Source: an optimization exercise on an open RTL-to-GDS flow (aim: small area, a short achievable clock period and few clock cycles per item). Production flows keep margins and buffers that such runs may drop. In this exercise RTL edits were held to simulation tests only and were not proved equivalent to the original.

job 101:
// tilt_vector_to_angle_sector
module tilt_vector_to_angle_sector (
  input  wire         clk,
  input  wire         rst,
  input  wire         accel_valid,
  output wire         accel_stall,
  input  wire  [15:0] accel_x,
  input  wire  [15:0] accel_y,
  output wire         sector_valid,
  input  wire         sector_stall,
  output wire  [4:0]  sector
);
  localparam integer XW  = 19;
  function automatic integer wy(input integer k);
    case (k)
      1: wy = 18; 2: wy = 18; 3: wy = 17; 4: wy = 16; 5: wy = 16;
      6: wy = 15; 7: wy = 14; 8: wy = 13; 9: wy = 12; 10: wy = 11;
      11: wy = 10; 12: wy = 9; 13: wy = 8; default: wy = 7;
    endcase
  endfunction
  function automatic integer xwid(input integer k);
    xwid = (k <= 7) ? 19 : (k == 8) ? 16 : (k == 9) ? 13 : 11;
  endfunction
  function automatic integer xoff(input integer k);
    xoff = (k <= 7) ? 0 : (k == 8) ? 3 : (k == 9) ? 6 : 8;
  endfunction
  function automatic [13:0] atan_step(input integer i);
    case (i)
      0: atan_step = 14'd8192; 1: atan_step = 14'd4836; 2: atan_step = 14'd2555;
      3: atan_step = 14'd1297; 4: atan_step = 14'd651;  5: atan_step = 14'd326;
      6: atan_step = 14'd163;  7: atan_step = 14'd81;   8: atan_step = 14'd41;
      9: atan_step = 14'd20;   10: atan_step = 14'd10;  11: atan_step = 14'd5;
      12: atan_step = 14'd3;   13: atan_step = 14'd1;   14: atan_step = 14'd1;
      default: atan_step = 14'd0;
    endcase
  endfunction
  function automatic [15:0] abs16(input [15:0] v);
    integer j;
    reg     any;
    begin
      any = 1'b0;
      for (j = 0; j < 16; j = j + 1) begin
        abs16[j] = v[j] ^ (v[15] & any);
        any = any | v[j];
      end
    end
  endfunction
  reg        stall_q;
  wire       accept = accel_valid & ~stall_q;
  reg        v0, sx, sy;
  reg [15:0] ax, ay;
  always @(posedge clk) begin
    if (rst) v0 <= 1'b0;
    else     v0 <= accept;
    sx <= accel_x[15];
    sy <= accel_y[15];
    ax <= abs16(accel_x);
    ay <= abs16(accel_y);
  end
  wire        d0  = sx ^ sy;
  wire [16:0] s1x;
  wire [15:0] dyx, dxy;
  tvas_ks_add #(.W(17)) u_s1x (.a({1'b0, ax}), .b({1'b0, ay}), .ci(1'b0), .s(s1x));
  tvas_ks_add #(.W(16)) u_dyx (.a(ay), .b(~ax), .ci(1'b1), .s(dyx));
  tvas_ks_add #(.W(16)) u_dxy (.a(ax), .b(~ay), .ci(1'b1), .s(dxy));
  wire [15:0] s1y = d0 ? dyx : dxy;
  wire        yz  = (ay == 16'd0);
  ...
For scale: ~4,100 cells after synthesis, about 640 flip-flops, roughly 43 I/O pins, ~35,000 um^2 of cells after synthesis.
Settings: LEC_CHECK=0, ABC_AREA=1, CAP_MARGIN=20, CORE_MARGIN=2, CORE_UTILIZATION=40, CTS_BUF_LIST=sky130_fd_sc_hd__clkbuf_4 sky130_fd_sc_hd__clkbuf_8, CTS_CLUSTER_SIZE=30, PLACE_DENSITY=0.75, SETUP_SLACK_MARGIN=2.5, SLEW_MARGIN=20; clock period 5.0 ns.
run.sh (not shown) runs the stock make flow with config.mk's settings and CLKGATE_MAP_FILE= SYNTH_SCRIPT=/design/flow/synth_recipe.tcl, a recipe that flattens the netlist after the stock synthesis.
Job 101: full flow OK, the timing, DRC and antenna checks passed
Testbench counts of job 101, summed over its fixed seeds: cycles 16,120, items 16,000.
What job 102 does differently from job 101 at the input level:
--- a/flow/config.mk
+++ b/flow/config.mk
@@ -13,4 +13,3 @@
 export CTS_CLUSTER_SIZE = 30
-export PLACE_DENSITY = 0.75
-export SETUP_SLACK_MARGIN = 2.5
+export SETUP_SLACK_MARGIN = 2.6
 export SLEW_MARGIN = 20
==> summary.txt <==
Row met1 wire length: job 102 higher / job 101 lower. Of job 102 and job 101, the run reporting the lower cell area was job 101. For job 101, the type of the setup path with the least slack was register to primary output, unlike job 102, where it was register to register. Looking only at clock skew, and setting everything else aside, the higher value of job 102 and job 101 goes to job 102. [compare] base=job 101 new=job 102: worst hold margin shrank by 27 ps, final critical path time including I/O delays and setup fell 35 ps.

static timing again, ports no longer ideal:
In the flow no input, the clock included, has a driving cell. The finished layouts below were timed again as built, in two steps.
Step 1, drivers: a clkbuf_16 drives clk and a buf_2 each remaining input, both assumed.
Step 2 times the ports against the registers' clock, not the clock port: input delays grow and output delays shrink by t, the midpoint of the rising clock arrivals with the driver on.
Three values: no drivers, after step 1, after step 2; two values: the first two.
run	t (ns)	setup slack, ns	worst setup path after step 2
job 101	0.754	2.620 / 2.552 / 2.101	input to register
job 102	0.786	2.655 / 2.610 / 2.177	input to register
After both steps setup and hold are still met in every run listed. The setup slack of job 101, which loses most, moves by -0.068 ns with the drivers and by -0.519 ns with both steps.
